Source: an optimization exercise on an open RTL-to-GDS flow (aim: small area, a short achievable clock period and few clock cycles). Production flows keep margins and buffers that such runs may drop.
The RTL was checked by simulation tests, not by an equivalence proof against the original design.
No activity file was given, so power comes from the tool's default toggle rates.

==> flow/design.v (excerpt) <==
module mips_chip (
	input  logic                clk,
	input  logic                rst_n,
	output logic                mem_read_D,
	output logic                mem_write_D,
	output logic [28-1:0] mem_addr_D,
	output logic [128-1:0]  mem_wdata_D,
	input  logic [128-1:0]  mem_rdata_D,
	input  logic                mem_ready_D,
	output logic                mem_read_I,
	output logic [28-1:0] mem_addr_I,
	input  logic [128-1:0]  mem_rdata_I,
	input  logic                mem_ready_I,
	output logic [30-1:0] DCACHE_addr_o,
	output logic [32-1:0]    DCACHE_wdata_o,
	output logic                DCACHE_wen_o
);
clock: 10.0 ns
lec_check: 0
abc_clock_period_in_ps: 3500
cap_margin: 20
core_margin: 2
core_utilization: 50
cts_cluster_diameter: 90
cts_cluster_size: 25
slew_margin: 20
standard.sh (not shown) runs the stock make flow with config.mk's settings and CLKGATE_MAP_FILE= SYNTH_SCRIPT=/design/flow/synth_recipe.tcl, a recipe that flattens the netlist after the stock synthesis.
==> flow/flow/run.sh <==
#!/bin/bash
set -uo pipefail
export SETUP_SLACK_MARGIN=6.0
export BUFFER_PORTS_ARGS="-buffer_cell sky130_fd_sc_hd__buf_1"
bash standard.sh > standard.log 2>&1
Testbench counts at the start, summed over its fixed seeds: cycles 84,889.
==> next run, changes <==
Settings changed: CORE_UTILIZATION 50 to 55, CTS_CLUSTER_DIAMETER 90 to 80, CTS_CLUSTER_SIZE 25 to 20.
=> The changed run passed the timing, DRC and antenna checks; sequential power barely changes; worst setup slack stays flat; sequential share of layout area goes down by 0.51 points; via count went up by about 0.34%; routed wire length fell by about 2%; non-clock buffer count grows by 17; final cell count goes down by 1.6%.
==> next run, changes <==
==> flow/flow/run.sh (replaced) <==
#!/bin/bash
set -uo pipefail
export SETUP_SLACK_MARGIN=6.0
export BUFFER_PORTS_ARGS="-buffer_cell sky130_fd_sc_hd__buf_2"
bash standard.sh > standard.log 2>&1
Settings changed: CORE_UTILIZATION 55 to 45, CTS_CLUSTER_DIAMETER 80 to 100, CTS_CLUSTER_SIZE 20 to 30.
What happened:
- core utilization went down by 11 points
- die area grows by about 22%
- via count hardly moves
- non-clock buffer count drops by 19
- worst setup slack gets worse by 0.062 ns
- routed wire length increases by about 1.5%
- sequential power is about the same
- flip-flop and latch count does not change
- power falls by 2.6%
==> next run, changes <==
==> flow/flow/run.sh (replaced) <==
#!/bin/bash
set -uo pipefail
export SETUP_SLACK_MARGIN=6.0
export BUFFER_PORTS_ARGS="-buffer_cell sky130_fd_sc_hd__buf_1"
bash standard.sh > standard.log 2>&1
Settings changed: CTS_CLUSTER_DIAMETER 100 to 80, CTS_CLUSTER_SIZE 30 to 20.
The new run completed with no timing, DRC or antenna violations; non-clock buffer count rose by 13; power rises by a few percent; setup slack improved by 0.021 ns; combinational power stays flat; maximum frequency is higher slightly; sequential share of layout area decreases by 0.35 points; final cell count came out higher slightly; routed wire length goes up slightly; core utilization climbs by 0.33 points.

========
mips_chip again, from the RTL that the note above started with.
==> flow/config.mk <==
export PLATFORM = sky130hd
export DESIGN_NAME = mips_chip
export DESIGN_NICKNAME = mips_chip
export VERILOG_FILES = /design/flow/design.v
export SDC_FILE = /design/flow/constraint.sdc
export NUM_CORES = 8
export LEC_CHECK = 0
export ABC_CLOCK_PERIOD_IN_PS = 3500
export CAP_MARGIN = 20
export CORE_MARGIN = 2
export CORE_UTILIZATION = 45
export CTS_CLUSTER_DIAMETER = 80
export CTS_CLUSTER_SIZE = 20
export SLEW_MARGIN = 20
==> flow/constraint.sdc <==
create_clock -name core_clock -period 10.0 [get_ports {clk}]
set_input_delay 2.0000 -clock core_clock [delete_from_list [all_inputs] [get_ports {clk}]]
set_output_delay 2.0000 -clock core_clock [all_outputs]
set_load 0.01 [all_outputs]
==> flow/flow/run.sh <==
#!/bin/bash
set -uo pipefail
export SETUP_SLACK_MARGIN=6.0
export BUFFER_PORTS_ARGS="-buffer_cell sky130_fd_sc_hd__buf_2"
bash standard.sh > standard.log 2>&1
Testbench counts at the start, summed over its fixed seeds: cycles 84,889.
Next try:
==> flow/flow/run.sh (replaced) <==
#!/bin/bash
set -uo pipefail
export SETUP_SLACK_MARGIN=6.0
export BUFFER_PORTS_ARGS="-buffer_cell sky130_fd_sc_hd__buf_1"
bash standard.sh > standard.log 2>&1
- CORE_UTILIZATION: 45 -> 50
Outcome: Core utilization rises by 5.4 points; worst setup slack loses 10 ps; final cell count drops by 2.5%; first-iteration DRC count falls by 5.1%; synthesized area stays the same; count of clock-buffer cells in the layout rises by 2; sequential share of layout area climbs by 0.39 points; via count stays flat; final area fell by 0.72%; critical path depth decreases by 2.

-- what the ideal ports hide --
How much do the figures lean on ideal ports? The routed layouts below were timed once more, with nothing changed but the port constraints.
Step 1 sets driving cells, clkbuf_16 on the clock port and buf_2 on the other inputs (assumed; they add their load-dependent delay and slew).
Step 2 times the ports against the registers' clock, not the clock port: input delays grow and output delays shrink by t, the midpoint of the rising clock arrivals with the driver on.
Slacks: ideal / step 1 / step 2; pairs: ideal / step 1.
run	shift t [ns]	setup slack, ns	worst hold slack (ns)	worst setup path after step 2	slew at the worst register clock pin (ns)
the first run of note 1	0.949	5.778 / 5.679 / 5.262	0.483 / 0.483 / 0.483	input to register	0.12 / 0.12
the second run of note 1	0.978	5.776 / 5.668 / 5.160	0.462 / 0.462 / 0.462	input to register	0.10 / 0.10
the third run of note 1	0.928	5.713 / 5.614 / 5.305	0.504 / 0.504 / 0.504	input to register	0.12 / 0.12
the fourth run of note 1	0.960	5.735 / 5.639 / 5.296	0.420 / 0.420 / 0.420	input to register	0.10 / 0.10
the first run of note 2	0.966	5.739 / 5.634 / 5.468	0.468 / 0.468 / 0.468	input to register	0.10 / 0.10
the second run of note 2	0.972	5.729 / 5.636 / 5.200	0.477 / 0.477 / 0.477	input to register	0.10 / 0.10
After both steps setup and hold are still met in every run listed. The setup slack of the second run of note 1, which loses most, moves by -0.108 ns with the drivers and by -0.616 ns with both steps.
